Source: an optimization exercise on an open RTL-to-GDS flow (aim: small area). Production flows keep margins and buffers that such runs may drop.
Function was checked by simulation only, so behaviour that the tests miss may differ from the original.

==> flow/design.v, too long to show whole: its modules and the start of the top module <==
// module dwt_fa: 4 lines
// module dwt_fir_mac: 1568 lines
// module dwt_analysis_stage: 109 lines
module dwt_analysis_stage (
    input  logic              clk,
    input  logic              rstn,
    input  logic              clr,
    input  logic              in_valid,
    input  logic signed [8:0] in_data,
    input  logic              coef_we,
    input  logic              coef_sel,
    input  logic [3:0]        coef_addr,
    input  logic signed [8:0] coef_wdata,
    output logic signed [15:0] lo_data,
    output logic signed [15:0] hi_data,
    output logic              out_valid,
    output logic              sat_flag
);
  // ...
==> flow/run.sh <==
#!/bin/bash
# synth_recipe.tcl (not shown) runs the flow's synth.tcl, then flattens the netlist and writes it again
# the make line also repeats each setting of config.mk as NAME=value (left out here)
make -C /OpenROAD-flow-scripts/flow DESIGN_CONFIG=/design/flow/config.mk WORK_HOME=/design/flow/orfs CLKGATE_MAP_FILE= SYNTH_SCRIPT=/design/flow/synth_recipe.tcl finish
==> flow/config.mk <==
export PLATFORM = sky130hd
export DESIGN_NAME = dwt_analysis_stage
export DESIGN_NICKNAME = dwt_analysis_stage
export VERILOG_FILES = /design/flow/design.v
export SDC_FILE = /design/flow/constraint.sdc
export NUM_CORES = 4
export LEC_CHECK = 0
export CAP_MARGIN = 20
export CORE_MARGIN = 2
export CORE_UTILIZATION = 40
export SLEW_MARGIN = 20
export SYNTH_HIERARCHICAL = 1
export SYNTH_MINIMUM_KEEP_SIZE = 0
==> flow/constraint.sdc <==
create_clock -name core_clock -period 7.0 [get_ports {clk}]
set_input_delay 1.4000 -clock core_clock [delete_from_list [all_inputs] [get_ports {clk}]]
set_output_delay 1.4000 -clock core_clock [all_outputs]
set_load 0.01 [all_outputs]
==> summary.md, run 1 <==
| Metric | Value |
|---|---|
| Met2 Use GR | `34.9%` |
| Core ar. | `0.0386 sq mm` |
| Tap cells | `518` |
| GR peak layer | `met2` |
| Final TNS setup | `0 ns` |
| Setup crit end kind | `flip-flop` |
| Htree depth | `4` |
| Critical Path AT | `7.05 ns` |
| Outcome | `complete, no violations` |
| Post-layout util | `44.8%` |
| Antenna-violating nets left | `0` |
| Rel. slew slack | `31.5%` |
| Synth Cell Area | `0.0157 sq mm` |
| CLK BUF | `18` |
| Post-layout min period | `6.69 ns` |
| Initial antenna violation count | `0` |
| Achievable clock frequency | `0.150 GHz` |
| Avg WL per Cell | `22.0 microns` |
| Setup crit start kind | `flip-flop` |
| Hold endpoint | `w2d_q[3]$_DFF_P_` |
| Iteration-0 DRC Markers | `606` |
| Drt pass-1 iters | `5` |
| Vias in the first global route | `10610` |
| Seq_cells | `200` |
| Most frequent cells in the layout | `302 x fa_1, 300 x nand2_1, 108 x mux2_2` |
| CP startpoint | `v1_q$_DFF_PN0_` |
| RSZ-0062 raised after global routing | `no` |
| Post-synth ARST share | `40.5%` |
| GRT overflow | `0` |
| Signal buffers share of area | `3.69%` |
| Max-cap viol count | `0` |
| Cell Rows | `72` |
==> inputs of run 2 (changes only) <==
--- a/flow/design.v
+++ b/flow/design.v
@@ -7,16 +7,20 @@
     localparam logic signed [8:0] HI_C1 =  9'sd214;
     localparam logic signed [8:0] HI_C2 = -9'sd58;
     localparam logic signed [8:0] HI_C3 = -9'sd34;
 endpackage
 module dwt_fa (input logic a, input logic b, input logic ci, output logic s, output logic co);
     assign s  = a ^ b ^ ci;
     assign co = (a & b) | (a & ci) | (b & ci);
 endmodule
+module dwt_ha0 (input logic a, input logic b, output logic s, output logic co);
+    assign s  = a ^ b;
+    assign co = a & b;
+endmodule
 module dwt_fir_mac (
     input  logic [35:0] taps,    
     input  logic [35:0] coef,    
     output logic [17:0] r        
 );
     logic [8:0] x0, x1, x2, x3, c0, c1, c2, c3;
     assign {x0, x1, x2, x3} = taps;
     assign {c0, c1, c2, c3} = coef;
@@ -289,24 +293,18 @@
     logic k58;
     logic k580;
     logic k582;
     logic k584;
     logic k586;
     logic k588;
     logic k590;
     logic k592;
-    logic k594;
-    logic k596;
-    logic k598;
     logic k6;
     logic k60;
-    logic k600;
-    logic k602;
-    logic k604;
     logic k62;
     logic k64;
     logic k66;
     logic k68;
     logic k70;
     logic k72;
     logic k74;
     logic k76;
@@ -915,22 +913,16 @@
     logic s579;
     logic s581;
     logic s583;
     logic s585;
     logic s587;
     logic s589;
     logic s59;
     logic s591;
-    logic s593;
-    logic s595;
-    logic s597;
-    logic s599;
-    logic s601;
-    logic s603;
     logic s61;
     logic s63;
     logic s65;
     logic s67;
     logic s69;
     logic s7;
     logic s71;
     logic s73;
@@ -1278,310 +1270,304 @@
     dwt_fa u_s7 (.a(pp0_3_5), .b(pp0_4_4), .ci(pp0_5_3), .s(s7), .co(k8));
     dwt_fa u_s9 (.a(pp0_6_2), .b(pp0_7_1), .ci(pp0_8_0), .s(s9), .co(k10));
     dwt_fa u_s11 (.a(pp1_0_8), .b(pp1_1_7), .ci(pp1_2_6), .s(s11), .co(k12));
     dwt_fa u_s13 (.a(pp1_3_5), .b(pp1_4_4), .ci(pp1_5_3), .s(s13), .co(k14));
     dwt_fa u_s15 (.a(pp0_1_8), .b(pp0_2_7), .ci(pp0_3_6), .s(s15), .co(k16));
     dwt_fa u_s17 (.a(pp0_4_5), .b(pp0_5_4), .ci(pp0_6_3), .s(s17), .co(k18));
     dwt_fa u_s19 (.a(pp0_7_2), .b(pp0_8_1), .ci(pp1_1_8), .s(s19), .co(k20));
     dwt_fa u_s21 (.a(pp1_2_7), .b(pp1_3_6), .ci(pp1_4_5), .s(s21), .co(k22));
-    dwt_fa u_s23 (.a(pp1_5_4), .b(pp1_6_3), .ci(1'b1), .s(s23), .co(k24));
+    dwt_fa u_s23 (.a(pp1_5_4), .b(pp1_6_3), .ci(pp1_7_2), .s(s23), .co(k24));
     dwt_fa u_s25 (.a(pp0_2_8), .b(pp0_3_7), .ci(pp0_4_6), .s(s25), .co(k26));
     dwt_fa u_s27 (.a(pp0_5_5), .b(pp0_6_4), .ci(pp0_7_3), .s(s27), .co(k28));
-    dwt_fa u_s29 (.a(pp0_8_2), .b(pp1_2_8), .ci(1'b1), .s(s29), .co(k30));
-    dwt_fa u_s31 (.a(pp0_0_4), .b(pp0_1_3), .ci(1'b1), .s(s31), .co(k32));
+    dwt_fa u_s29 (.a(pp0_8_2), .b(pp1_2_8), .ci(pp1_3_7), .s(s29), .co(k30));
+    dwt_fa u_s31 (.a(pp0_0_4), .b(pp0_1_3), .ci(pp0_2_2), .s(s31), .co(k32));
     dwt_fa u_s33 (.a(pp0_0_5), .b(pp0_1_4), .ci(pp0_2_3), .s(s33), .co(k34));
     dwt_fa u_s35 (.a(pp0_3_2), .b(pp0_4_1), .ci(pp0_5_0), .s(s35), .co(k36));
     dwt_fa u_s37 (.a(pp1_0_5), .b(pp1_1_4), .ci(pp1_2_3), .s(s37), .co(k38));
     dwt_fa u_s39 (.a(pp0_0_6), .b(pp0_1_5), .ci(pp0_2_4), .s(s39), .co(k40));
     dwt_fa u_s41 (.a(pp0_3_3), .b(pp0_4_2), .ci(pp0_5_1), .s(s41), .co(k42));
     dwt_fa u_s43 (.a(pp0_6_0), .b(pp1_0_6), .ci(pp1_1_5), .s(s43), .co(k44));
     dwt_fa u_s45 (.a(pp1_2_4), .b(pp1_3_3), .ci(pp1_4_2), .s(s45), .co(k46));
     dwt_fa u_s47 (.a(pp1_5_1), .b(pp1_6_0), .ci(pp2_0_6), .s(s47), .co(k48));
     dwt_fa u_s49 (.a(pp2_1_5), .b(pp2_2_4), .ci(pp2_3_3), .s(s49), .co(k50));
     dwt_fa u_s51 (.a(pp0_6_1), .b(pp0_7_0), .ci(pp1_0_7), .s(s51), .co(k52));
     dwt_fa u_s53 (.a(pp1_1_6), .b(pp1_2_5), .ci(pp1_3_4), .s(s53), .co(k54));
     dwt_fa u_s55 (.a(pp1_4_3), .b(pp1_5_2), .ci(pp1_6_1), .s(s55), .co(k56));
     dwt_fa u_s57 (.a(pp1_7_0), .b(pp2_0_7), .ci(pp2_1_6), .s(s57), .co(k58));
     dwt_fa u_s59 (.a(pp2_2_5), .b(pp2_3_4), .ci(pp2_4_3), .s(s59), .co(k60));
     dwt_fa u_s61 (.a(pp2_5_2), .b(pp2_6_1), .ci(pp2_7_0), .s(s61), .co(k62));
     dwt_fa u_s63 (.a(pp3_0_7), .b(pp3_1_6), .ci(pp3_2_5), .s(s63), .co(k64));
-    dwt_fa u_s65 (.a(pp3_3_4), .b(pp3_4_3), .ci(1'b1), .s(s65), .co(k66));
+    dwt_fa u_s65 (.a(pp3_3_4), .b(pp3_4_3), .ci(pp3_5_2), .s(s65), .co(k66));
     dwt_fa u_s67 (.a(pp1_6_2), .b(pp1_7_1), .ci(pp1_8_0), .s(s67), .co(k68));
     dwt_fa u_s69 (.a(pp2_0_8), .b(pp2_1_7), .ci(pp2_2_6), .s(s69), .co(k70));
     dwt_fa u_s71 (.a(pp2_3_5), .b(pp2_4_4), .ci(pp2_5_3), .s(s71), .co(k72));
     dwt_fa u_s73 (.a(pp2_6_2), .b(pp2_7_1), .ci(pp2_8_0), .s(s73), .co(k74));
     dwt_fa u_s75 (.a(pp3_0_8), .b(pp3_1_7), .ci(pp3_2_6), .s(s75), .co(k76));
     dwt_fa u_s77 (.a(pp3_3_5), .b(pp3_4_4), .ci(pp3_5_3), .s(s77), .co(k78));
     dwt_fa u_s79 (.a(pp3_6_2), .b(pp3_7_1), .ci(pp3_8_0), .s(s79), .co(k80));
     dwt_fa u_s81 (.a(k2), .b(k4), .ci(s5), .s(s81), .co(k82));
-    dwt_fa u_s83 (.a(s7), .b(s9), .ci(1'b1), .s(s83), .co(k84));
-    dwt_fa u_s85 (.a(pp1_7_2), .b(pp1_8_1), .ci(pp2_1_8), .s(s85), .co(k86));
-    dwt_fa u_s87 (.a(pp2_2_7), .b(pp2_3_6), .ci(pp2_4_5), .s(s87), .co(k88));
-    dwt_fa u_s89 (.a(pp2_5_4), .b(pp2_6_3), .ci(pp2_7_2), .s(s89), .co(k90));
-    dwt_fa u_s91 (.a(pp2_8_1), .b(pp3_1_8), .ci(pp3_2_7), .s(s91), .co(k92));
-    dwt_fa u_s93 (.a(pp3_3_6), .b(pp3_4_5), .ci(pp3_5_4), .s(s93), .co(k94));
-    dwt_fa u_s95 (.a(pp3_6_3), .b(pp3_7_2), .ci(pp3_8_1), .s(s95), .co(k96));
-    dwt_fa u_s97 (.a(k6), .b(k8), .ci(k10), .s(s97), .co(k98));
-    dwt_fa u_s99 (.a(k12), .b(k14), .ci(s15), .s(s99), .co(k100));
-    dwt_fa u_s101 (.a(s17), .b(s19), .ci(s21), .s(s101), .co(k102));
-    dwt_fa u_s103 (.a(pp1_3_7), .b(pp1_4_6), .ci(pp1_5_5), .s(s103), .co(k104));
-    dwt_fa u_s105 (.a(pp1_6_4), .b(pp1_7_3), .ci(pp1_8_2), .s(s105), .co(k106));
-    dwt_fa u_s107 (.a(pp2_2_8), .b(pp2_3_7), .ci(pp2_4_6), .s(s107), .co(k108));
-    dwt_fa u_s109 (.a(pp2_5_5), .b(pp2_6_4), .ci(pp2_7_3), .s(s109), .co(k110));
-    dwt_fa u_s111 (.a(pp2_8_2), .b(pp3_2_8), .ci(pp3_3_7), .s(s111), .co(k112));
-    dwt_fa u_s113 (.a(pp3_4_6), .b(pp3_5_5), .ci(pp3_6_4), .s(s113), .co(k114));
-    dwt_fa u_s115 (.a(pp3_7_3), .b(pp3_8_2), .ci(k16), .s(s115), .co(k116));
-    dwt_fa u_s117 (.a(k18), .b(k20), .ci(k22), .s(s117), .co(k118));
-    dwt_fa u_s119 (.a(k24), .b(s25), .ci(s27), .s(s119), .co(k120));
-    dwt_fa u_s121 (.a(1'b0), .b(pp0_3_8), .ci(pp0_4_7), .s(s121), .co(k122));
-    dwt_fa u_s123 (.a(pp0_5_6), .b(pp0_6_5), .ci(pp0_7_4), .s(s123), .co(k124));
-    dwt_fa u_s125 (.a(pp0_8_3), .b(pp1_3_8), .ci(pp1_4_7), .s(s125), .co(k126));
-    dwt_fa u_s127 (.a(pp1_5_6), .b(pp1_6_5), .ci(pp1_7_4), .s(s127), .co(k128));
-    dwt_fa u_s129 (.a(pp1_8_3), .b(pp2_3_8), .ci(pp2_4_7), .s(s129), .co(k130));
-    dwt_fa u_s131 (.a(pp2_5_6), .b(pp2_6_5), .ci(pp2_7_4), .s(s131), .co(k132));
-    dwt_fa u_s133 (.a(pp2_8_3), .b(pp3_3_8), .ci(pp3_4_7), .s(s133), .co(k134));
-    dwt_fa u_s135 (.a(pp3_5_6), .b(pp3_6_5), .ci(pp3_7_4), .s(s135), .co(k136));
-    dwt_fa u_s137 (.a(pp3_8_3), .b(k26), .ci(k28), .s(s137), .co(k138));
+    dwt_fa u_s83 (.a(s7), .b(s9), .ci(s11), .s(s83), .co(k84));
+    dwt_fa u_s85 (.a(pp1_8_1), .b(pp2_1_8), .ci(pp2_2_7), .s(s85), .co(k86));
+    dwt_fa u_s87 (.a(pp2_3_6), .b(pp2_4_5), .ci(pp2_5_4), .s(s87), .co(k88));
+    dwt_fa u_s89 (.a(pp2_6_3), .b(pp2_7_2), .ci(pp2_8_1), .s(s89), .co(k90));
+    dwt_fa u_s91 (.a(pp3_1_8), .b(pp3_2_7), .ci(pp3_3_6), .s(s91), .co(k92));
+    dwt_fa u_s93 (.a(pp3_4_5), .b(pp3_5_4), .ci(pp3_6_3), .s(s93), .co(k94));
+    dwt_fa u_s95 (.a(pp3_7_2), .b(pp3_8_1), .ci(k6), .s(s95), .co(k96));
+    dwt_fa u_s97 (.a(k8), .b(k10), .ci(k12), .s(s97), .co(k98));
+    dwt_fa u_s99 (.a(k14), .b(s15), .ci(s17), .s(s99), .co(k100));
+    dwt_fa u_s101 (.a(s19), .b(s21), .ci(s23), .s(s101), .co(k102));
+    dwt_fa u_s103 (.a(pp1_4_6), .b(pp1_5_5), .ci(pp1_6_4), .s(s103), .co(k104));
+    dwt_fa u_s105 (.a(pp1_7_3), .b(pp1_8_2), .ci(pp2_2_8), .s(s105), .co(k106));
+    dwt_fa u_s107 (.a(pp2_3_7), .b(pp2_4_6), .ci(pp2_5_5), .s(s107), .co(k108));
+    dwt_fa u_s109 (.a(pp2_6_4), .b(pp2_7_3), .ci(pp2_8_2), .s(s109), .co(k110));
+    dwt_fa u_s111 (.a(pp3_2_8), .b(pp3_3_7), .ci(pp3_4_6), .s(s111), .co(k112));
+    dwt_fa u_s113 (.a(pp3_5_5), .b(pp3_6_4), .ci(pp3_7_3), .s(s113), .co(k114));
+    dwt_fa u_s115 (.a(pp3_8_2), .b(k16), .ci(k18), .s(s115), .co(k116));
+    dwt_fa u_s117 (.a(k20), .b(k22), .ci(k24), .s(s117), .co(k118));
+    dwt_fa u_s119 (.a(s25), .b(s27), .ci(s29), .s(s119), .co(k120));
+    dwt_fa u_s121 (.a(pp0_3_8), .b(pp0_4_7), .ci(pp0_5_6), .s(s121), .co(k122));
+    dwt_fa u_s123 (.a(pp0_6_5), .b(pp0_7_4), .ci(pp0_8_3), .s(s123), .co(k124));
+    dwt_fa u_s125 (.a(pp1_3_8), .b(pp1_4_7), .ci(pp1_5_6), .s(s125), .co(k126));
+    dwt_fa u_s127 (.a(pp1_6_5), .b(pp1_7_4), .ci(pp1_8_3), .s(s127), .co(k128));
+    dwt_fa u_s129 (.a(pp2_3_8), .b(pp2_4_7), .ci(pp2_5_6), .s(s129), .co(k130));
+    dwt_fa u_s131 (.a(pp2_6_5), .b(pp2_7_4), .ci(pp2_8_3), .s(s131), .co(k132));
+    dwt_fa u_s133 (.a(pp3_3_8), .b(pp3_4_7), .ci(pp3_5_6), .s(s133), .co(k134));
+    dwt_fa u_s135 (.a(pp3_6_5), .b(pp3_7_4), .ci(pp3_8_3), .s(s135), .co(k136));
+    dwt_fa u_s137 (.a(k26), .b(k28), .ci(k30), .s(s137), .co(k138));
     dwt_fa u_s139 (.a(pp0_4_8), .b(pp0_5_7), .ci(pp0_6_6), .s(s139), .co(k140));
     dwt_fa u_s141 (.a(pp0_7_5), .b(pp0_8_4), .ci(pp1_4_8), .s(s141), .co(k142));
     dwt_fa u_s143 (.a(pp1_5_7), .b(pp1_6_6), .ci(pp1_7_5), .s(s143), .co(k144));
     dwt_fa u_s145 (.a(pp1_8_4), .b(pp2_4_8), .ci(pp2_5_7), .s(s145), .co(k146));
     dwt_fa u_s147 (.a(pp2_6_6), .b(pp2_7_5), .ci(pp2_8_4), .s(s147), .co(k148));
     dwt_fa u_s149 (.a(pp0_5_8), .b(pp0_6_7), .ci(pp0_7_6), .s(s149), .co(k150));
     dwt_fa u_s151 (.a(pp0_0_3), .b(pp0_1_2), .ci(pp0_2_1), .s(s151), .co(k152));
-    dwt_fa u_s153 (.a(pp0_3_0), .b(pp1_0_3), .ci(1'b1), .s(s153), .co(k154));
-    dwt_fa u_s155 (.a(pp0_2_2), .b(pp0_3_1), .ci(pp0_4_0), .s(s155), .co(k156));
-    dwt_fa u_s157 (.a(pp1_0_4), .b(pp1_1_3), .ci(pp1_2_2), .s(s157), .co(k158));
-    dwt_fa u_s159 (.a(pp1_3_1), .b(pp1_4_0), .ci(pp2_0_4), .s(s159), .co(k160));
-    dwt_fa u_s161 (.a(pp2_1_3), .b(pp2_2_2), .ci(pp2_3_1), .s(s161), .co(k162));
+    dwt_fa u_s153 (.a(pp0_3_0), .b(pp1_0_3), .ci(pp1_1_2), .s(s153), .co(k154));
+    dwt_fa u_s155 (.a(pp0_3_1), .b(pp0_4_0), .ci(pp1_0_4), .s(s155), .co(k156));
+    dwt_fa u_s157 (.a(pp1_1_3), .b(pp1_2_2), .ci(pp1_3_1), .s(s157), .co(k158));
+    dwt_fa u_s159 (.a(pp1_4_0), .b(pp2_0_4), .ci(pp2_1_3), .s(s159), .co(k160));
+    dwt_fa u_s161 (.a(pp2_2_2), .b(pp2_3_1), .ci(pp2_4_0), .s(s161), .co(k162));
     dwt_fa u_s163 (.a(pp1_3_2), .b(pp1_4_1), .ci(pp1_5_0), .s(s163), .co(k164));
     dwt_fa u_s165 (.a(pp2_0_5), .b(pp2_1_4), .ci(pp2_2_3), .s(s165), .co(k166));
     dwt_fa u_s167 (.a(pp2_3_2), .b(pp2_4_1), .ci(pp2_5_0), .s(s167), .co(k168));
     dwt_fa u_s169 (.a(pp3_0_5), .b(pp3_1_4), .ci(pp3_2_3), .s(s169), .co(k170));
     dwt_fa u_s171 (.a(pp3_3_2), .b(pp3_4_1), .ci(pp3_5_0), .s(s171), .co(k172));
     dwt_fa u_s173 (.a(pp2_4_2), .b(pp2_5_1), .ci(pp2_6_0), .s(s173), .co(k174));
     dwt_fa u_s175 (.a(pp3_0_6), .b(pp3_1_5), .ci(pp3_2_4), .s(s175), .co(k176));
     dwt_fa u_s177 (.a(pp3_3_3), .b(pp3_4_2), .ci(pp3_5_1), .s(s177), .co(k178));
     dwt_fa u_s179 (.a(pp3_6_0), .b(k34), .ci(k36), .s(s179), .co(k180));
     dwt_fa u_s181 (.a(k38), .b(s39), .ci(s41), .s(s181), .co(k182));
-    dwt_fa u_s183 (.a(s43), .b(s45), .ci(1'b1), .s(s183), .co(k184));
-    dwt_fa u_s185 (.a(pp3_5_2), .b(pp3_6_1), .ci(pp3_7_0), .s(s185), .co(k186));
-    dwt_fa u_s187 (.a(k40), .b(k42), .ci(k44), .s(s187), .co(k188));
-    dwt_fa u_s189 (.a(k46), .b(k48), .ci(k50), .s(s189), .co(k190));
-    dwt_fa u_s191 (.a(s51), .b(s53), .ci(s55), .s(s191), .co(k192));
-    dwt_fa u_s193 (.a(s57), .b(s59), .ci(s61), .s(s193), .co(k194));
-    dwt_fa u_s195 (.a(s63), .b(s65), .ci(s1), .s(s195), .co(k196));
+    dwt_fa u_s183 (.a(s43), .b(s45), .ci(s47), .s(s183), .co(k184));
+    dwt_fa u_s185 (.a(pp3_6_1), .b(pp3_7_0), .ci(k40), .s(s185), .co(k186));
+    dwt_fa u_s187 (.a(k42), .b(k44), .ci(k46), .s(s187), .co(k188));
+    dwt_fa u_s189 (.a(k48), .b(k50), .ci(s51), .s(s189), .co(k190));
+    dwt_fa u_s191 (.a(s53), .b(s55), .ci(s57), .s(s191), .co(k192));
+    dwt_fa u_s193 (.a(s59), .b(s61), .ci(s63), .s(s193), .co(k194));
+    dwt_fa u_s195 (.a(s65), .b(s1), .ci(s3), .s(s195), .co(k196));
     dwt_fa u_s197 (.a(k52), .b(k54), .ci(k56), .s(s197), .co(k198));
     dwt_fa u_s199 (.a(k58), .b(k60), .ci(k62), .s(s199), .co(k200));
     dwt_fa u_s201 (.a(k64), .b(k66), .ci(s67), .s(s201), .co(k202));
     dwt_fa u_s203 (.a(s69), .b(s71), .ci(s73), .s(s203), .co(k204));
     dwt_fa u_s205 (.a(s75), .b(s77), .ci(s79), .s(s205), .co(k206));
-    dwt_fa u_s207 (.a(s11), .b(s13), .ci(s81), .s(s207), .co(k208));
+    dwt_fa u_s207 (.a(s13), .b(s81), .ci(s83), .s(s207), .co(k208));
     dwt_fa u_s209 (.a(k68), .b(k70), .ci(k72), .s(s209), .co(k210));
     dwt_fa u_s211 (.a(k74), .b(k76), .ci(k78), .s(s211), .co(k212));
     dwt_fa u_s213 (.a(k80), .b(s85), .ci(s87), .s(s213), .co(k214));
     dwt_fa u_s215 (.a(s89), .b(s91), .ci(s93), .s(s215), .co(k216));
-    dwt_fa u_s217 (.a(s95), .b(s23), .ci(k82), .s(s217), .co(k218));
-    dwt_fa u_s219 (.a(k84), .b(s97), .ci(s99), .s(s219), .co(k220));
+    dwt_fa u_s217 (.a(k82), .b(k84), .ci(s95), .s(s217), .co(k218));
+    dwt_fa u_s219 (.a(s97), .b(s99), .ci(s101), .s(s219), .co(k220));
     dwt_fa u_s221 (.a(k86), .b(k88), .ci(k90), .s(s221), .co(k222));
-    dwt_fa u_s223 (.a(k92), .b(k94), .ci(k96), .s(s223), .co(k224));
-    dwt_fa u_s225 (.a(s103), .b(s105), .ci(s107), .s(s225), .co(k226));
-    dwt_fa u_s227 (.a(s109), .b(s111), .ci(s113), .s(s227), .co(k228));
-    dwt_fa u_s229 (.a(s29), .b(k98), .ci(k100), .s(s229), .co(k230));
-    dwt_fa u_s231 (.a(k102), .b(s115), .ci(s117), .s(s231), .co(k232));
+    dwt_fa u_s223 (.a(k92), .b(k94), .ci(s103), .s(s223), .co(k224));
+    dwt_fa u_s225 (.a(s105), .b(s107), .ci(s109), .s(s225), .co(k226));
+    dwt_fa u_s227 (.a(s111), .b(s113), .ci(k96), .s(s227), .co(k228));
+    dwt_fa u_s229 (.a(k98), .b(k100), .ci(k102), .s(s229), .co(k230));
+    dwt_fa u_s231 (.a(s115), .b(s117), .ci(s119), .s(s231), .co(k232));
     dwt_fa u_s233 (.a(k104), .b(k106), .ci(k108), .s(s233), .co(k234));
     dwt_fa u_s235 (.a(k110), .b(k112), .ci(k114), .s(s235), .co(k236));
     dwt_fa u_s237 (.a(s121), .b(s123), .ci(s125), .s(s237), .co(k238));
     dwt_fa u_s239 (.a(s127), .b(s129), .ci(s131), .s(s239), .co(k240));
-    dwt_fa u_s241 (.a(s133), .b(s135), .ci(k30), .s(s241), .co(k242));
-    dwt_fa u_s243 (.a(k116), .b(k118), .ci(k120), .s(s243), .co(k244));
+    dwt_fa u_s241 (.a(s133), .b(s135), .ci(k116), .s(s241), .co(k242));
+    dwt_fa u_s243 (.a(k118), .b(k120), .ci(s137), .s(s243), .co(k244));
     dwt_fa u_s245 (.a(pp3_4_8), .b(pp3_5_7), .ci(pp3_6_6), .s(s245), .co(k246));
     dwt_fa u_s247 (.a(pp3_7_5), .b(pp3_8_4), .ci(k122), .s(s247), .co(k248));
     dwt_fa u_s249 (.a(k124), .b(k126), .ci(k128), .s(s249), .co(k250));
     dwt_fa u_s251 (.a(k130), .b(k132), .ci(k134), .s(s251), .co(k252));
     dwt_fa u_s253 (.a(k136), .b(s139), .ci(s141), .s(s253), .co(k254));
     dwt_fa u_s255 (.a(s143), .b(s145), .ci(s147), .s(s255), .co(k256));
     dwt_fa u_s257 (.a(pp0_8_5), .b(pp1_5_8), .ci(pp1_6_7), .s(s257), .co(k258));
     dwt_fa u_s259 (.a(pp1_7_6), .b(pp1_8_5), .ci(pp2_5_8), .s(s259), .co(k260));
     dwt_fa u_s261 (.a(pp2_6_7), .b(pp2_7_6), .ci(pp2_8_5), .s(s261), .co(k262));
     dwt_fa u_s263 (.a(pp3_5_8), .b(pp3_6_7), .ci(pp3_7_6), .s(s263), .co(k264));
     dwt_fa u_s265 (.a(pp3_8_5), .b(k140), .ci(k142), .s(s265), .co(k266));
     dwt_fa u_s267 (.a(k144), .b(k146), .ci(k148), .s(s267), .co(k268));
     dwt_fa u_s269 (.a(pp0_6_8), .b(pp0_7_7), .ci(pp0_8_6), .s(s269), .co(k270));
     dwt_fa u_s271 (.a(pp1_6_8), .b(pp1_7_7), .ci(pp1_8_6), .s(s271), .co(k272));
     dwt_fa u_s273 (.a(pp2_6_8), .b(pp2_7_7), .ci(pp2_8_6), .s(s273), .co(k274));
     dwt_fa u_s275 (.a(pp0_0_2), .b(pp0_1_1), .ci(pp0_2_0), .s(s275), .co(k276));
-    dwt_fa u_s277 (.a(pp1_0_2), .b(pp1_1_1), .ci(1'b1), .s(s277), .co(k278));
-    dwt_fa u_s279 (.a(pp1_1_2), .b(pp1_2_1), .ci(pp1_3_0), .s(s279), .co(k280));
-    dwt_fa u_s281 (.a(pp2_0_3), .b(pp2_1_2), .ci(pp2_2_1), .s(s281), .co(k282));
-    dwt_fa u_s283 (.a(pp2_3_0), .b(pp3_0_3), .ci(pp3_1_2), .s(s283), .co(k284));
-    dwt_fa u_s285 (.a(pp2_4_0), .b(pp3_0_4), .ci(pp3_1_3), .s(s285), .co(k286));
-    dwt_fa u_s287 (.a(pp3_2_2), .b(pp3_3_1), .ci(pp3_4_0), .s(s287), .co(k288));
-    dwt_fa u_s289 (.a(k152), .b(k154), .ci(s155), .s(s289), .co(k290));
-    dwt_fa u_s291 (.a(s157), .b(s159), .ci(1'b1), .s(s291), .co(k292));
-    dwt_fa u_s293 (.a(k156), .b(k158), .ci(k160), .s(s293), .co(k294));
-    dwt_fa u_s295 (.a(k162), .b(s163), .ci(s165), .s(s295), .co(k296));
-    dwt_fa u_s297 (.a(s167), .b(s169), .ci(s171), .s(s297), .co(k298));
-    dwt_fa u_s299 (.a(k32), .b(s33), .ci(s35), .s(s299), .co(k300));
-    dwt_fa u_s301 (.a(k164), .b(k166), .ci(k168), .s(s301), .co(k302));
-    dwt_fa u_s303 (.a(k170), .b(k172), .ci(s173), .s(s303), .co(k304));
-    dwt_fa u_s305 (.a(s175), .b(s177), .ci(s47), .s(s305), .co(k306));
-    dwt_fa u_s307 (.a(s49), .b(s179), .ci(s181), .s(s307), .co(k308));
-    dwt_fa u_s309 (.a(k174), .b(k176), .ci(k178), .s(s309), .co(k310));
-    dwt_fa u_s311 (.a(s185), .b(s3), .ci(k180), .s(s311), .co(k312));
-    dwt_fa u_s313 (.a(k182), .b(k184), .ci(s187), .s(s313), .co(k314));
-    dwt_fa u_s315 (.a(s189), .b(s191), .ci(s193), .s(s315), .co(k316));
-    dwt_fa u_s317 (.a(k186), .b(k188), .ci(k190), .s(s317), .co(k318));
-    dwt_fa u_s319 (.a(k192), .b(k194), .ci(k196), .s(s319), .co(k320));
-    dwt_fa u_s321 (.a(s197), .b(s199), .ci(s201), .s(s321), .co(k322));
-    dwt_fa u_s323 (.a(s203), .b(s205), .ci(s83), .s(s323), .co(k324));
-    dwt_fa u_s325 (.a(k198), .b(k200), .ci(k202), .s(s325), .co(k326));
-    dwt_fa u_s327 (.a(k204), .b(k206), .ci(s209), .s(s327), .co(k328));
-    dwt_fa u_s329 (.a(s211), .b(s213), .ci(s215), .s(s329), .co(k330));
-    dwt_fa u_s331 (.a(s101), .b(k208), .ci(s217), .s(s331), .co(k332));
-    dwt_fa u_s333 (.a(k210), .b(k212), .ci(k214), .s(s333), .co(k334));
-    dwt_fa u_s335 (.a(k216), .b(s221), .ci(s223), .s(s335), .co(k336));
-    dwt_fa u_s337 (.a(s225), .b(s227), .ci(s119), .s(s337), .co(k338));
-    dwt_fa u_s339 (.a(k218), .b(k220), .ci(s229), .s(s339), .co(k340));
-    dwt_fa u_s341 (.a(k222), .b(k224), .ci(k226), .s(s341), .co(k342));
-    dwt_fa u_s343 (.a(k228), .b(s233), .ci(s235), .s(s343), .co(k344));
-    dwt_fa u_s345 (.a(s237), .b(s239), .ci(s241), .s(s345), .co(k346));
-    dwt_fa u_s347 (.a(s137), .b(k230), .ci(k232), .s(s347), .co(k348));
-    dwt_fa u_s349 (.a(s245), .b(k234), .ci(k236), .s(s349), .co(k350));
-    dwt_fa u_s351 (.a(k238), .b(k240), .ci(k242), .s(s351), .co(k352));
-    dwt_fa u_s353 (.a(s247), .b(s249), .ci(s251), .s(s353), .co(k354));
-    dwt_fa u_s355 (.a(s253), .b(s255), .ci(k138), .s(s355), .co(k356));
-    dwt_fa u_s357 (.a(k246), .b(s257), .ci(s259), .s(s357), .co(k358));
-    dwt_fa u_s359 (.a(s261), .b(s263), .ci(s149), .s(s359), .co(k360));
-    dwt_fa u_s361 (.a(k248), .b(k250), .ci(k252), .s(s361), .co(k362));
-    dwt_fa u_s363 (.a(k254), .b(k256), .ci(s265), .s(s363), .co(k364));
-    dwt_fa u_s365 (.a(pp3_6_8), .b(pp3_7_7), .ci(pp3_8_6), .s(s365), .co(k366));
-    dwt_fa u_s367 (.a(k258), .b(k260), .ci(k262), .s(s367), .co(k368));
-    dwt_fa u_s369 (.a(k264), .b(s269), .ci(s271), .s(s369), .co(k370));
-    dwt_fa u_s371 (.a(s273), .b(k150), .ci(k266), .s(s371), .co(k372));
-    dwt_fa u_s373 (.a(pp0_7_8), .b(pp0_8_7), .ci(pp1_7_8), .s(s373), .co(k374));
-    dwt_fa u_s375 (.a(pp1_8_7), .b(pp2_7_8), .ci(pp2_8_7), .s(s375), .co(k376));
-    dwt_fa u_s377 (.a(pp3_7_8), .b(pp3_8_7), .ci(k270), .s(s377), .co(k378));
-    dwt_fa u_s379 (.a(1'b0), .b(pp0_0_1), .ci(pp0_1_0), .s(s379), .co(k380));
-    dwt_fa u_s381 (.a(pp1_0_1), .b(pp1_1_0), .ci(1'b1), .s(s381), .co(k382));
-    dwt_fa u_s383 (.a(pp1_2_0), .b(pp2_0_2), .ci(pp2_1_1), .s(s383), .co(k384));
-    dwt_fa u_s385 (.a(pp2_2_0), .b(pp3_0_2), .ci(pp3_1_1), .s(s385), .co(k386));
-    dwt_fa u_s387 (.a(pp3_2_0), .b(s275), .ci(1'b1), .s(s387), .co(k388));
-    dwt_fa u_s389 (.a(pp3_2_1), .b(pp3_3_0), .ci(k276), .s(s389), .co(k390));
-    dwt_fa u_s391 (.a(k278), .b(s279), .ci(s281), .s(s391), .co(k392));
-    dwt_fa u_s393 (.a(s283), .b(s151), .ci(s153), .s(s393), .co(k394));
-    dwt_fa u_s395 (.a(k280), .b(k282), .ci(k284), .s(s395), .co(k396));
-    dwt_fa u_s397 (.a(s285), .b(s287), .ci(s161), .s(s397), .co(k398));
-    dwt_fa u_s399 (.a(s31), .b(s289), .ci(s291), .s(s399), .co(k400));
-    dwt_fa u_s401 (.a(k286), .b(k288), .ci(s37), .s(s401), .co(k402));
-    dwt_fa u_s403 (.a(k290), .b(k292), .ci(s293), .s(s403), .co(k404));
-    dwt_fa u_s405 (.a(s295), .b(s297), .ci(s299), .s(s405), .co(k406));
-    dwt_fa u_s407 (.a(k294), .b(k296), .ci(k298), .s(s407), .co(k408));
-    dwt_fa u_s409 (.a(k300), .b(s301), .ci(s303), .s(s409), .co(k410));
-    dwt_fa u_s411 (.a(s305), .b(s183), .ci(s307), .s(s411), .co(k412));
-    dwt_fa u_s413 (.a(k302), .b(k304), .ci(k306), .s(s413), .co(k414));
-    dwt_fa u_s415 (.a(s309), .b(s195), .ci(k308), .s(s415), .co(k416));
-    dwt_fa u_s417 (.a(s311), .b(s313), .ci(s315), .s(s417), .co(k418));
-    dwt_fa u_s419 (.a(k310), .b(k312), .ci(k314), .s(s419), .co(k420));
-    dwt_fa u_s421 (.a(k316), .b(s317), .ci(s319), .s(s421), .co(k422));
-    dwt_fa u_s423 (.a(s321), .b(s323), .ci(s207), .s(s423), .co(k424));
-    dwt_fa u_s425 (.a(k318), .b(k320), .ci(k322), .s(s425), .co(k426));
-    dwt_fa u_s427 (.a(k324), .b(s325), .ci(s327), .s(s427), .co(k428));
-    dwt_fa u_s429 (.a(s329), .b(s219), .ci(s331), .s(s429), .co(k430));
-    dwt_fa u_s431 (.a(k326), .b(k328), .ci(k330), .s(s431), .co(k432));
-    dwt_fa u_s433 (.a(s333), .b(s335), .ci(s337), .s(s433), .co(k434));
-    dwt_fa u_s435 (.a(s231), .b(k332), .ci(s339), .s(s435), .co(k436));
-    dwt_fa u_s437 (.a(k334), .b(k336), .ci(k338), .s(s437), .co(k438));
-    dwt_fa u_s439 (.a(s341), .b(s343), .ci(s345), .s(s439), .co(k440));
-    dwt_fa u_s441 (.a(s243), .b(k340), .ci(s347), .s(s441), .co(k442));
-    dwt_fa u_s443 (.a(k342), .b(k344), .ci(k346), .s(s443), .co(k444));
-    dwt_fa u_s445 (.a(s349), .b(s351), .ci(s353), .s(s445), .co(k446));
-    dwt_fa u_s447 (.a(s355), .b(k244), .ci(k348), .s(s447), .co(k448));
-    dwt_fa u_s449 (.a(s357), .b(s359), .ci(s267), .s(s449), .co(k450));
-    dwt_fa u_s451 (.a(k350), .b(k352), .ci(k354), .s(s451), .co(k452));
-    dwt_fa u_s453 (.a(k356), .b(s361), .ci(s363), .s(s453), .co(k454));
-    dwt_fa u_s455 (.a(s365), .b(k358), .ci(k360), .s(s455), .co(k456));
-    dwt_fa u_s457 (.a(s367), .b(s369), .ci(k268), .s(s457), .co(k458));
-    dwt_fa u_s459 (.a(k362), .b(k364), .ci(s371), .s(s459), .co(k460));
-    dwt_fa u_s461 (.a(k366), .b(s373), .ci(s375), .s(s461), .co(k462));
-    dwt_fa u_s463 (.a(k272), .b(k274), .ci(k368), .s(s463), .co(k464));
-    dwt_fa u_s465 (.a(k370), .b(s377), .ci(k372), .s(s465), .co(k466));
-    dwt_fa u_s467 (.a(pp0_8_8), .b(pp1_8_8), .ci(pp2_8_8), .s(s467), .co(k468));
-    dwt_fa u_s469 (.a(pp3_8_8), .b(k374), .ci(k376), .s(s469), .co(k470));
-    dwt_fa u_s471 (.a(pp2_0_1), .b(pp2_1_0), .ci(pp3_0_1), .s(s471), .co(k472));
-    dwt_fa u_s473 (.a(k380), .b(k382), .ci(s383), .s(s473), .co(k474));
-    dwt_fa u_s475 (.a(s385), .b(s277), .ci(1'b1), .s(s475), .co(k476));
-    dwt_fa u_s477 (.a(k384), .b(k386), .ci(k388), .s(s477), .co(k478));
-    dwt_fa u_s479 (.a(s389), .b(s391), .ci(s393), .s(s479), .co(k480));
-    dwt_fa u_s481 (.a(k390), .b(k392), .ci(k394), .s(s481), .co(k482));
-    dwt_fa u_s483 (.a(s395), .b(s397), .ci(s399), .s(s483), .co(k484));
-    dwt_fa u_s485 (.a(k396), .b(k398), .ci(s401), .s(s485), .co(k486));
-    dwt_fa u_s487 (.a(k400), .b(s403), .ci(s405), .s(s487), .co(k488));
-    dwt_fa u_s489 (.a(k402), .b(k404), .ci(k406), .s(s489), .co(k490));
-    dwt_fa u_s491 (.a(s407), .b(s409), .ci(s411), .s(s491), .co(k492));
-    dwt_fa u_s493 (.a(k408), .b(k410), .ci(s413), .s(s493), .co(k494));
-    dwt_fa u_s495 (.a(k412), .b(s415), .ci(s417), .s(s495), .co(k496));
-    dwt_fa u_s497 (.a(k414), .b(k416), .ci(k418), .s(s497), .co(k498));
-    dwt_fa u_s499 (.a(s419), .b(s421), .ci(s423), .s(s499), .co(k500));
-    dwt_fa u_s501 (.a(k420), .b(k422), .ci(k424), .s(s501), .co(k502));
-    dwt_fa u_s503 (.a(s425), .b(s427), .ci(s429), .s(s503), .co(k504));
-    dwt_fa u_s505 (.a(k426), .b(k428), .ci(s431), .s(s505), .co(k506));
-    dwt_fa u_s507 (.a(s433), .b(k430), .ci(s435), .s(s507), .co(k508));
-    dwt_fa u_s509 (.a(k432), .b(k434), .ci(s437), .s(s509), .co(k510));
-    dwt_fa u_s511 (.a(s439), .b(k436), .ci(s441), .s(s511), .co(k512));
-    dwt_fa u_s513 (.a(k438), .b(k440), .ci(s443), .s(s513), .co(k514));
-    dwt_fa u_s515 (.a(s445), .b(k442), .ci(s447), .s(s515), .co(k516));
-    dwt_fa u_s517 (.a(s449), .b(k444), .ci(k446), .s(s517), .co(k518));
-    dwt_fa u_s519 (.a(s451), .b(s453), .ci(k448), .s(s519), .co(k520));
-    dwt_fa u_s521 (.a(k450), .b(s455), .ci(s457), .s(s521), .co(k522));
-    dwt_fa u_s523 (.a(k452), .b(k454), .ci(s459), .s(s523), .co(k524));
-    dwt_fa u_s525 (.a(s461), .b(k456), .ci(k458), .s(s525), .co(k526));
-    dwt_fa u_s527 (.a(s463), .b(k460), .ci(s465), .s(s527), .co(k528));
-    dwt_fa u_s529 (.a(s467), .b(k462), .ci(s469), .s(s529), .co(k530));
-    dwt_fa u_s531 (.a(k378), .b(k464), .ci(k466), .s(s531), .co(k532));
-    dwt_fa u_s533 (.a(pp0_0_0), .b(pp1_0_0), .ci(1'b1), .s(s533), .co(k534));
-    dwt_fa u_s535 (.a(pp3_1_0), .b(s471), .ci(s379), .s(s535), .co(k536));
-    dwt_fa u_s537 (.a(k472), .b(s473), .ci(s475), .s(s537), .co(k538));
-    dwt_fa u_s539 (.a(k474), .b(k476), .ci(s477), .s(s539), .co(k540));
-    dwt_fa u_s541 (.a(k478), .b(k480), .ci(s481), .s(s541), .co(k542));
-    dwt_fa u_s543 (.a(k482), .b(s485), .ci(k484), .s(s543), .co(k544));
-    dwt_fa u_s545 (.a(k486), .b(k488), .ci(s489), .s(s545), .co(k546));
-    dwt_fa u_s547 (.a(k490), .b(s493), .ci(k492), .s(s547), .co(k548));
-    dwt_fa u_s549 (.a(k494), .b(k496), .ci(s497), .s(s549), .co(k550));
-    dwt_fa u_s551 (.a(k498), .b(k500), .ci(s501), .s(s551), .co(k552));
-    dwt_fa u_s553 (.a(k502), .b(s505), .ci(k504), .s(s553), .co(k554));
-    dwt_fa u_s555 (.a(k506), .b(s509), .ci(k508), .s(s555), .co(k556));
-    dwt_fa u_s557 (.a(k510), .b(s513), .ci(k512), .s(s557), .co(k558));
-    dwt_fa u_s559 (.a(k514), .b(s517), .ci(k516), .s(s559), .co(k560));
-    dwt_fa u_s561 (.a(s521), .b(k518), .ci(s523), .s(s561), .co(k562));
-    dwt_fa u_s563 (.a(k522), .b(s525), .ci(k524), .s(s563), .co(k564));
-    dwt_fa u_s565 (.a(s529), .b(k526), .ci(k528), .s(s565), .co(k566));
-    dwt_fa u_s567 (.a(k468), .b(k470), .ci(k530), .s(s567), .co(k568));
-    dwt_fa u_s569 (.a(pp2_0_0), .b(pp3_0_0), .ci(1'b1), .s(s569), .co(k570));
-    dwt_fa u_s571 (.a(k534), .b(s381), .ci(s535), .s(s571), .co(k572));
-    dwt_fa u_s573 (.a(k536), .b(s387), .ci(s537), .s(s573), .co(k574));
-    dwt_fa u_s575 (.a(k538), .b(s479), .ci(s539), .s(s575), .co(k576));
-    dwt_fa u_s577 (.a(k540), .b(s541), .ci(s483), .s(s577), .co(k578));
-    dwt_fa u_s579 (.a(k542), .b(s487), .ci(s543), .s(s579), .co(k580));
-    dwt_fa u_s581 (.a(k544), .b(s545), .ci(s491), .s(s581), .co(k582));
-    dwt_fa u_s583 (.a(k546), .b(s495), .ci(s547), .s(s583), .co(k584));
-    dwt_fa u_s585 (.a(s499), .b(k548), .ci(s549), .s(s585), .co(k586));
-    dwt_fa u_s587 (.a(k550), .b(s551), .ci(s503), .s(s587), .co(k588));
-    dwt_fa u_s589 (.a(k552), .b(s507), .ci(s553), .s(s589), .co(k590));
-    dwt_fa u_s591 (.a(s511), .b(k554), .ci(s555), .s(s591), .co(k592));
-    dwt_fa u_s593 (.a(s515), .b(k556), .ci(s557), .s(s593), .co(k594));
-    dwt_fa u_s595 (.a(s519), .b(k558), .ci(s559), .s(s595), .co(k596));
-    dwt_fa u_s597 (.a(s561), .b(k520), .ci(k560), .s(s597), .co(k598));
-    dwt_fa u_s599 (.a(s527), .b(k562), .ci(s563), .s(s599), .co(k600));
-    dwt_fa u_s601 (.a(s531), .b(k564), .ci(s565), .s(s601), .co(k602));
-    dwt_fa u_s603 (.a(s567), .b(k532), .ci(k566), .s(s603), .co(k604));
+    dwt_fa u_s277 (.a(pp1_0_2), .b(pp1_1_1), .ci(pp1_2_0), .s(s277), .co(k278));
+    dwt_fa u_s279 (.a(pp1_2_1), .b(pp1_3_0), .ci(pp2_0_3), .s(s279), .co(k280));
+    dwt_fa u_s281 (.a(pp2_1_2), .b(pp2_2_1), .ci(pp2_3_0), .s(s281), .co(k282));
+    dwt_fa u_s283 (.a(pp3_0_3), .b(pp3_1_2), .ci(pp3_2_1), .s(s283), .co(k284));
+    dwt_fa u_s285 (.a(pp3_0_4), .b(pp3_1_3), .ci(pp3_2_2), .s(s285), .co(k286));
+    dwt_fa u_s287 (.a(pp3_3_1), .b(pp3_4_0), .ci(k152), .s(s287), .co(k288));
+    dwt_fa u_s289 (.a(k154), .b(s155), .ci(s157), .s(s289), .co(k290));
+    dwt_fa u_s291 (.a(k156), .b(k158), .ci(k160), .s(s291), .co(k292));
+    dwt_fa u_s293 (.a(k162), .b(s163), .ci(s165), .s(s293), .co(k294));
+    dwt_fa u_s295 (.a(s167), .b(s169), .ci(s171), .s(s295), .co(k296));
+    dwt_fa u_s297 (.a(k32), .b(s33), .ci(s35), .s(s297), .co(k298));
+    dwt_fa u_s299 (.a(k164), .b(k166), .ci(k168), .s(s299), .co(k300));
+    dwt_fa u_s301 (.a(k170), .b(k172), .ci(s173), .s(s301), .co(k302));
+    dwt_fa u_s303 (.a(s175), .b(s177), .ci(s49), .s(s303), .co(k304));
+    dwt_fa u_s305 (.a(s179), .b(s181), .ci(s183), .s(s305), .co(k306));
+    dwt_fa u_s307 (.a(k174), .b(k176), .ci(k178), .s(s307), .co(k308));
+    dwt_fa u_s309 (.a(k180), .b(k182), .ci(k184), .s(s309), .co(k310));
+    dwt_fa u_s311 (.a(s185), .b(s187), .ci(s189), .s(s311), .co(k312));
+    dwt_fa u_s313 (.a(s191), .b(s193), .ci(s195), .s(s313), .co(k314));
+    dwt_fa u_s315 (.a(k186), .b(k188), .ci(k190), .s(s315), .co(k316));
+    dwt_fa u_s317 (.a(k192), .b(k194), .ci(k196), .s(s317), .co(k318));
+    dwt_fa u_s319 (.a(s197), .b(s199), .ci(s201), .s(s319), .co(k320));
+    dwt_fa u_s321 (.a(s203), .b(s205), .ci(s207), .s(s321), .co(k322));
+    dwt_fa u_s323 (.a(k198), .b(k200), .ci(k202), .s(s323), .co(k324));
+    dwt_fa u_s325 (.a(k204), .b(k206), .ci(s209), .s(s325), .co(k326));
+    dwt_fa u_s327 (.a(s211), .b(s213), .ci(s215), .s(s327), .co(k328));
+    dwt_fa u_s329 (.a(k208), .b(s217), .ci(s219), .s(s329), .co(k330));
+    dwt_fa u_s331 (.a(k210), .b(k212), .ci(k214), .s(s331), .co(k332));
+    dwt_fa u_s333 (.a(k216), .b(s221), .ci(s223), .s(s333), .co(k334));
+    dwt_fa u_s335 (.a(s225), .b(k218), .ci(k220), .s(s335), .co(k336));
+    dwt_fa u_s337 (.a(s227), .b(s229), .ci(s231), .s(s337), .co(k338));
+    dwt_fa u_s339 (.a(k222), .b(k224), .ci(k226), .s(s339), .co(k340));
+    dwt_fa u_s341 (.a(s233), .b(s235), .ci(s237), .s(s341), .co(k342));
+    dwt_fa u_s343 (.a(s239), .b(k228), .ci(k230), .s(s343), .co(k344));
+    dwt_fa u_s345 (.a(k232), .b(s241), .ci(s243), .s(s345), .co(k346));
+    dwt_fa u_s347 (.a(s245), .b(k234), .ci(k236), .s(s347), .co(k348));
+    dwt_fa u_s349 (.a(k238), .b(k240), .ci(s247), .s(s349), .co(k350));
+    dwt_fa u_s351 (.a(s249), .b(s251), .ci(s253), .s(s351), .co(k352));
+    dwt_fa u_s353 (.a(s255), .b(k138), .ci(k242), .s(s353), .co(k354));
+    dwt_fa u_s355 (.a(k246), .b(s257), .ci(s259), .s(s355), .co(k356));
+    dwt_fa u_s357 (.a(s261), .b(s263), .ci(s149), .s(s357), .co(k358));
+    dwt_fa u_s359 (.a(k248), .b(k250), .ci(k252), .s(s359), .co(k360));
+    dwt_fa u_s361 (.a(k254), .b(k256), .ci(s265), .s(s361), .co(k362));
+    dwt_fa u_s363 (.a(pp3_6_8), .b(pp3_7_7), .ci(pp3_8_6), .s(s363), .co(k364));
+    dwt_fa u_s365 (.a(k258), .b(k260), .ci(k262), .s(s365), .co(k366));
+    dwt_fa u_s367 (.a(k264), .b(s269), .ci(s271), .s(s367), .co(k368));
+    dwt_fa u_s369 (.a(s273), .b(k150), .ci(k266), .s(s369), .co(k370));
+    dwt_fa u_s371 (.a(pp0_7_8), .b(pp0_8_7), .ci(pp1_7_8), .s(s371), .co(k372));
+    dwt_fa u_s373 (.a(pp1_8_7), .b(pp2_7_8), .ci(pp2_8_7), .s(s373), .co(k374));
+    dwt_fa u_s375 (.a(pp3_7_8), .b(pp3_8_7), .ci(k270), .s(s375), .co(k376));
+    dwt_fa u_s377 (.a(pp0_0_1), .b(pp0_1_0), .ci(pp1_0_1), .s(s377), .co(k378));
+    dwt_fa u_s379 (.a(pp2_0_2), .b(pp2_1_1), .ci(pp2_2_0), .s(s379), .co(k380));
+    dwt_fa u_s381 (.a(pp3_0_2), .b(pp3_1_1), .ci(pp3_2_0), .s(s381), .co(k382));
+    dwt_fa u_s383 (.a(pp3_3_0), .b(k276), .ci(k278), .s(s383), .co(k384));
+    dwt_fa u_s385 (.a(s279), .b(s281), .ci(s283), .s(s385), .co(k386));
+    dwt_fa u_s387 (.a(k280), .b(k282), .ci(k284), .s(s387), .co(k388));
+    dwt_fa u_s389 (.a(s285), .b(s159), .ci(s161), .s(s389), .co(k390));
+    dwt_fa u_s391 (.a(s31), .b(s287), .ci(s289), .s(s391), .co(k392));
+    dwt_fa u_s393 (.a(k286), .b(s37), .ci(k288), .s(s393), .co(k394));
+    dwt_fa u_s395 (.a(k290), .b(s291), .ci(s293), .s(s395), .co(k396));
+    dwt_fa u_s397 (.a(s295), .b(s297), .ci(1'b1), .s(s397), .co(k398));
+    dwt_fa u_s399 (.a(k292), .b(k294), .ci(k296), .s(s399), .co(k400));
+    dwt_fa u_s401 (.a(k298), .b(s299), .ci(s301), .s(s401), .co(k402));
+    dwt_fa u_s403 (.a(s303), .b(s305), .ci(1'b1), .s(s403), .co(k404));
+    dwt_fa u_s405 (.a(k300), .b(k302), .ci(k304), .s(s405), .co(k406));
+    dwt_fa u_s407 (.a(s307), .b(k306), .ci(s309), .s(s407), .co(k408));
+    dwt_fa u_s409 (.a(s311), .b(s313), .ci(1'b1), .s(s409), .co(k410));
+    dwt_fa u_s411 (.a(k308), .b(k310), .ci(k312), .s(s411), .co(k412));
+    dwt_fa u_s413 (.a(k314), .b(s315), .ci(s317), .s(s413), .co(k414));
+    dwt_fa u_s415 (.a(s319), .b(s321), .ci(1'b1), .s(s415), .co(k416));
+    dwt_fa u_s417 (.a(k316), .b(k318), .ci(k320), .s(s417), .co(k418));
+    dwt_fa u_s419 (.a(s323), .b(s325), .ci(s327), .s(s419), .co(k420));
+    dwt_fa u_s421 (.a(k322), .b(s329), .ci(1'b1), .s(s421), .co(k422));
+    dwt_fa u_s423 (.a(k324), .b(k326), .ci(k328), .s(s423), .co(k424));
+    dwt_fa u_s425 (.a(s331), .b(s333), .ci(k330), .s(s425), .co(k426));
+    dwt_fa u_s427 (.a(s335), .b(s337), .ci(1'b1), .s(s427), .co(k428));
+    dwt_fa u_s429 (.a(k332), .b(k334), .ci(s339), .s(s429), .co(k430));
+    dwt_fa u_s431 (.a(s341), .b(k336), .ci(k338), .s(s431), .co(k432));
+    dwt_ha0 u_s433 (.a(s343), .b(s345), .s(s433), .co(k434));
+    dwt_fa u_s435 (.a(k340), .b(k342), .ci(s347), .s(s435), .co(k436));
+    dwt_fa u_s437 (.a(s349), .b(s351), .ci(k244), .s(s437), .co(k438));
+    dwt_fa u_s439 (.a(k344), .b(k346), .ci(s353), .s(s439), .co(k440));
+    dwt_fa u_s441 (.a(s355), .b(s357), .ci(s267), .s(s441), .co(k442));
+    dwt_fa u_s443 (.a(k348), .b(k350), .ci(k352), .s(s443), .co(k444));
+    dwt_fa u_s445 (.a(s359), .b(s361), .ci(k354), .s(s445), .co(k446));
+    dwt_fa u_s447 (.a(s363), .b(k356), .ci(k358), .s(s447), .co(k448));
+    dwt_fa u_s449 (.a(s365), .b(s367), .ci(k268), .s(s449), .co(k450));
+    dwt_fa u_s451 (.a(k360), .b(k362), .ci(s369), .s(s451), .co(k452));
+    dwt_fa u_s453 (.a(k364), .b(s371), .ci(s373), .s(s453), .co(k454));
+    dwt_fa u_s455 (.a(k272), .b(k274), .ci(k366), .s(s455), .co(k456));
+    dwt_fa u_s457 (.a(k368), .b(s375), .ci(k370), .s(s457), .co(k458));
+    dwt_fa u_s459 (.a(pp0_8_8), .b(pp1_8_8), .ci(pp2_8_8), .s(s459), .co(k460));
+    dwt_fa u_s461 (.a(pp3_8_8), .b(k372), .ci(k374), .s(s461), .co(k462));
+    dwt_fa u_s463 (.a(pp1_1_0), .b(pp2_0_1), .ci(pp2_1_0), .s(s463), .co(k464));
+    dwt_fa u_s465 (.a(k378), .b(s379), .ci(s381), .s(s465), .co(k466));
+    dwt_fa u_s467 (.a(k380), .b(k382), .ci(s151), .s(s467), .co(k468));
+    dwt_fa u_s469 (.a(s153), .b(s383), .ci(s385), .s(s469), .co(k470));
+    dwt_fa u_s471 (.a(k384), .b(k386), .ci(s387), .s(s471), .co(k472));
+    dwt_fa u_s473 (.a(s389), .b(s391), .ci(1'b1), .s(s473), .co(k474));
+    dwt_fa u_s475 (.a(k388), .b(k390), .ci(k392), .s(s475), .co(k476));
+    dwt_fa u_s477 (.a(s393), .b(s395), .ci(s397), .s(s477), .co(k478));
+    dwt_fa u_s479 (.a(k394), .b(k396), .ci(k398), .s(s479), .co(k480));
+    dwt_fa u_s481 (.a(s399), .b(s401), .ci(s403), .s(s481), .co(k482));
+    dwt_fa u_s483 (.a(k400), .b(k402), .ci(s405), .s(s483), .co(k484));
+    dwt_fa u_s485 (.a(k404), .b(s407), .ci(s409), .s(s485), .co(k486));
+    dwt_fa u_s487 (.a(k406), .b(k408), .ci(k410), .s(s487), .co(k488));
+    dwt_fa u_s489 (.a(s411), .b(s413), .ci(s415), .s(s489), .co(k490));
+    dwt_fa u_s491 (.a(k412), .b(k414), .ci(s417), .s(s491), .co(k492));
+    dwt_fa u_s493 (.a(s419), .b(k416), .ci(s421), .s(s493), .co(k494));
+    dwt_fa u_s495 (.a(k418), .b(k420), .ci(s423), .s(s495), .co(k496));
+    dwt_fa u_s497 (.a(k422), .b(s425), .ci(s427), .s(s497), .co(k498));
+    dwt_fa u_s499 (.a(k424), .b(s429), .ci(k426), .s(s499), .co(k500));
+    dwt_fa u_s501 (.a(k428), .b(s431), .ci(s433), .s(s501), .co(k502));
+    dwt_fa u_s503 (.a(k430), .b(s435), .ci(s437), .s(s503), .co(k504));
+    dwt_fa u_s505 (.a(k432), .b(k434), .ci(s439), .s(s505), .co(k506));
+    dwt_fa u_s507 (.a(s441), .b(k436), .ci(k438), .s(s507), .co(k508));
+    dwt_fa u_s509 (.a(s443), .b(k440), .ci(s445), .s(s509), .co(k510));
+    dwt_fa u_s511 (.a(k442), .b(s447), .ci(s449), .s(s511), .co(k512));
+    dwt_fa u_s513 (.a(k444), .b(s451), .ci(k446), .s(s513), .co(k514));
+    dwt_fa u_s515 (.a(s453), .b(k448), .ci(k450), .s(s515), .co(k516));
+    dwt_fa u_s517 (.a(s455), .b(k452), .ci(s457), .s(s517), .co(k518));
+    dwt_fa u_s519 (.a(s459), .b(k454), .ci(s461), .s(s519), .co(k520));
+    dwt_fa u_s521 (.a(k376), .b(k456), .ci(k458), .s(s521), .co(k522));
+    dwt_fa u_s523 (.a(pp0_0_0), .b(pp1_0_0), .ci(pp2_0_0), .s(s523), .co(k524));
+    dwt_fa u_s525 (.a(pp3_0_1), .b(pp3_1_0), .ci(s463), .s(s525), .co(k526));
+    dwt_fa u_s527 (.a(k464), .b(s275), .ci(s277), .s(s527), .co(k528));
+    dwt_fa u_s529 (.a(k466), .b(s467), .ci(s469), .s(s529), .co(k530));
+    dwt_fa u_s531 (.a(k468), .b(k470), .ci(s471), .s(s531), .co(k532));
+    dwt_fa u_s533 (.a(k472), .b(k474), .ci(s475), .s(s533), .co(k534));
+    dwt_fa u_s535 (.a(k476), .b(k478), .ci(s479), .s(s535), .co(k536));
+    dwt_fa u_s537 (.a(k480), .b(s483), .ci(k482), .s(s537), .co(k538));
+    dwt_fa u_s539 (.a(k484), .b(k486), .ci(s487), .s(s539), .co(k540));
+    dwt_fa u_s541 (.a(k488), .b(s491), .ci(k490), .s(s541), .co(k542));
+    dwt_fa u_s543 (.a(k492), .b(s495), .ci(k494), .s(s543), .co(k544));
+    dwt_fa u_s545 (.a(k496), .b(k498), .ci(s499), .s(s545), .co(k546));
+    dwt_fa u_s547 (.a(s503), .b(k500), .ci(k502), .s(s547), .co(k548));
+    dwt_fa u_s549 (.a(k504), .b(s507), .ci(k506), .s(s549), .co(k550));
+    dwt_fa u_s551 (.a(s511), .b(k508), .ci(k510), .s(s551), .co(k552));
+    dwt_fa u_s553 (.a(k512), .b(s515), .ci(s517), .s(s553), .co(k554));
+    dwt_fa u_s555 (.a(s519), .b(k516), .ci(k518), .s(s555), .co(k556));
+    dwt_fa u_s557 (.a(k460), .b(k462), .ci(k520), .s(s557), .co(k558));
+    dwt_fa u_s559 (.a(k524), .b(s377), .ci(s525), .s(s559), .co(k560));
+    dwt_fa u_s561 (.a(k526), .b(s527), .ci(s465), .s(s561), .co(k562));
+    dwt_fa u_s563 (.a(k528), .b(s529), .ci(1'b1), .s(s563), .co(k564));
+    dwt_fa u_s565 (.a(k530), .b(s531), .ci(s473), .s(s565), .co(k566));
+    dwt_fa u_s567 (.a(k532), .b(s477), .ci(s533), .s(s567), .co(k568));
+    dwt_fa u_s569 (.a(k534), .b(s535), .ci(s481), .s(s569), .co(k570));
+    dwt_fa u_s571 (.a(k536), .b(s485), .ci(s537), .s(s571), .co(k572));
+    dwt_fa u_s573 (.a(k538), .b(s539), .ci(s489), .s(s573), .co(k574));
+    dwt_fa u_s575 (.a(k540), .b(s493), .ci(s541), .s(s575), .co(k576));
+    dwt_fa u_s577 (.a(s497), .b(k542), .ci(s543), .s(s577), .co(k578));
+    dwt_fa u_s579 (.a(s501), .b(k544), .ci(s545), .s(s579), .co(k580));
+    dwt_fa u_s581 (.a(s505), .b(k546), .ci(s547), .s(s581), .co(k582));
+    dwt_fa u_s583 (.a(s509), .b(k548), .ci(s549), .s(s583), .co(k584));
+    dwt_fa u_s585 (.a(s513), .b(k550), .ci(s551), .s(s585), .co(k586));
+    dwt_fa u_s587 (.a(s553), .b(k514), .ci(k552), .s(s587), .co(k588));
+    dwt_fa u_s589 (.a(s521), .b(k554), .ci(s555), .s(s589), .co(k590));
+    dwt_fa u_s591 (.a(s557), .b(k522), .ci(k556), .s(s591), .co(k592));
     logic [19:0] ra_n, rb_n, sum_n;
-    assign ra_n = {1'b0, k604, k602, k600, k598, k596, k594, k592, k590, k588, k586, k584, k582, k580, k578, k576, k574, k572, k570, s569};
-    assign rb_n = {1'b1, k568, s603, s601, s599, s597, s595, s593, s591, s589, s587, s585, s583, s581, s579, s577, s575, s573, s571, s533};
+    assign ra_n = {1'b0, k592, k590, k588, k586, k584, k582, k580, k578, k576, k574, k572, k570, k568, k566, k564, k562, k560, s559, pp3_0_0};
+    assign rb_n = {1'b1, k558, s591, s589, s587, s585, s583, s581, s579, s577, s575, s573, s571, s569, s567, s565, s563, s561, 1'b0, s523};
     assign sum_n = ra_n + rb_n + 20'd1;    
     assign r = ~sum_n[19:2];
 endmodule
 module dwt_analysis_stage (
     input  logic              clk,
     input  logic              rstn,
     input  logic              clr,
     input  logic              in_valid,
==> flow/config.mk (replaced) <==
export PLATFORM = sky130hd
export DESIGN_NAME = dwt_analysis_stage
export DESIGN_NICKNAME = dwt_analysis_stage
export VERILOG_FILES = /design/flow/design.v
export SDC_FILE = /design/flow/constraint.sdc
export NUM_CORES = 4
export LEC_CHECK = 0
export CAP_MARGIN = 20
export CORE_MARGIN = 2
export CORE_UTILIZATION = 40
export CTS_BUF_LIST = sky130_fd_sc_hd__clkbuf_8
export SLEW_MARGIN = 20
export SYNTH_HIERARCHICAL = 1
export SYNTH_MINIMUM_KEEP_SIZE = 0
==> summary.md, run 2 <==
| Metric | Value |
|---|---|
| Post-layout min period | `6.75 ns (+0.0693 ns)` |
| Max-cap viol count | `0 (unchanged)` |
| Vias in the first global route | `10321 (-2.7%)` |
| CP most frequent cell | `fa_1` |
| Setup crit start kind | `flip-flop` |
| Die W | `201 microns` |
| Post-synth EDFFs | `78` |
| Iteration-0 DRC Markers | `514 (-15%)` |
| Achievable clock frequency | `0.148 GHz (-1.0%)` |
| Initial antenna violation count | `0 (unchanged)` |
| Avg WL per Cell | `20.9 microns (-4.8%)` |
| Most frequent cells in the layout | `298 x nand2_1, 295 x fa_1, 108 x mux2_2` |
| Hold endpoint | `w2d_q[5]$_DFF_P_` |
| CP startpoint | `v1_q$_DFF_PN0_` |
| Critical Path AT | `7.12 ns (+0.07 ns)` |
| RSZ-0062 raised after global routing | `no` |
| Post-synth ARST share | `40.5% (unchanged)` |
| Die Ht | `201 microns` |
| Antenna-violating nets left | `0 (unchanged)` |
| Pin count of the biggest net entering global routing | `82` |
| Postcts setup bufs | `0` |
| Final Net Count | `1577` |
| Core ar. | `0.0385 sq mm (-0.47%)` |
| Synth Cell Area | `0.0155 sq mm (-0.96%)` |
| Required time of the worst setup path | `7.36 ns` |
| Global-route wire length before repair | `59.5 mm` |
| Drt pass-1 iters | `5 (unchanged)` |
| Cells after Synth | `1222` |
| Total GRT Usage | `19.5%` |
| Rel. slew slack | `34.9% (+3.4 points)` |
| Outcome | `complete, no violations` |
| PortBufs | `61` |
| # clock sinks | `200` |
| Final TNS setup | `0 ns (unchanged)` |
| Cell family with most CP delay | `adder cells` |
| Boundary Pins | `62` |
| Htree depth | `4 (unchanged)` |
| Top-count cell post-synth | `nand2_1` |
| Cell Rows | `72 (unchanged)` |
| Final setup viols | `0` |
| GRT overflow | `0 (unchanged)` |
| Post-DP HPWL | `29.5 mm` |
| Cts bufs inserted | `17` |
| Setup crit end kind | `flip-flop` |
| WP buf/inv | `1` |
-- run 2: cell types whose count changed in the layout (fill, tap and decap cells not counted), moves of 4 or more --
cell / previous run / this run
fa_1: 302 / 295
conb_1: 16 / 8
clkbuf_8: 1 / 19
buf_4: 1 / 5
a21oi_1: 13 / 8
xnor2_1: 11 / 4
a211oi_1: 2 / 6
clkbuf_16: 17 / 0
xor2_1: 2 / 6
o21a_1: 5 / 1
-- run 2: worst max-delay path by stage --
stage | endpoint | slack (ns) | cells after the start
after floorplan | u_q[14]$_DFF_P_ | 0.46 | 20
final | u_q[16]$_DFF_P_ | 0.25 | 18
after detailed placement | u_q[16]$_DFF_P_ | 0.28 | 18
after CTS | u_q[16]$_DFF_P_ | 0.26 | 18
after global placement | u_q[16]$_DFF_P_ | 0.35 | 18
after global routing | u_q[14]$_DFF_P_ | 0.05 | 18
-- run 2: area by class of cell --
class                           count  area, sq um
Tap cell                          518          648
Clock inverter                     13          148
Multi-Input combinational cell    942         9970
Inverter                            6         22.5
Timing Repair Buffer               67          669
Fill cell                        3539        21500
Clock buffer                       19          262
Sequential cell                   200         5240
-- run 2: layer usage --
layer | share of wire [%] | track usage (%)
met1 | 41 | 24.8
met2 | 50 | 33.6
met3 | 5.8 | 3.26
met4 | 3.0 | 6.98
met5 | 0 | 0
-- run 2: per-stage QoR --
| step | instances | hold WS (ns) | utilization [%] |
|---|---|---|---|
| final | 1765 | 0.403 | 44.1 |
| after global routing | 1765 | 0.424 | 44.1 |
| after detailed placement | 1733 | 0.392 | 43.0 |
| after floorplan | 1229 | 0.366 | - |
| after global placement | 1733 | 0.395 | 43.0 |
| after CTS | 1765 | 0.407 | 44.1 |
-- run 2: modules after synthesis, one instance, submodules excluded --
module | cell area, sq um | flops+latches | times used
dwt_ha0 | 12.5 | 0 | 1
dwt_fir_mac | 2470 | 0 | 1
dwt_fa | 20.0 | 0 | 295
dwt_analysis_stage | 7140 | 200 | 1
-- run 2: kinds of logic (layout without fill, tap and decap cells) --
kind of cell / after synthesis / count (layout) / synth area share (%)
AOI/OAI and AO/OA: 55 / 55 / 2.90
xor gates and xnor gates: 10 / 10 / 0.564
adders and majority gates: 315 / 315 / 39.7
buffers and inverters: 87 / 105 / 2.24
DFF: 200 / 200 / 33.8
muxes: 108 / 108 / 7.83
other: 1 / 8 / 0.0242
and+or+nand+nor: 446 / 446 / 13.0
-- run 2: worst register-to-register path: cells and delay by family, from the launching register on --
kind            cells  cell delay, ns
buf+inv             1            0.20
simple gates        3            0.51
fa+ha+maj           9            4.20
flops               1            0.40
mux                 1            0.45
compound gates      4            0.86

==> re-timing with driven ports <==
How much do the figures lean on ideal ports? The routed layouts below were timed once more, with nothing changed but the port constraints.
Step 1 sets driving cells, clkbuf_16 on the clock port and buf_2 on the other inputs (assumed; they add their load-dependent delay and slew).
Step 2 also shifts input and output timing later by t, the mid clock arrival at the registers, as if the neighbouring blocks saw the same clock.
Slacks: ideal / step 1 / step 2; pairs: ideal / step 1.
run	t (ns)	setup slack, ns	worst hold slack (ns)	slew at the worst register clock pin (ns)	cell pins on the clock port's net
run 1	0.506	0.314 / 0.314 / 0.314	0.401 / 0.401 / 0.401	0.08 / 0.08	1
run 2	0.537	0.245 / 0.245 / 0.245	0.403 / 0.403 / 0.403	0.11 / 0.11	1
After both steps setup and hold are still met in every run listed.
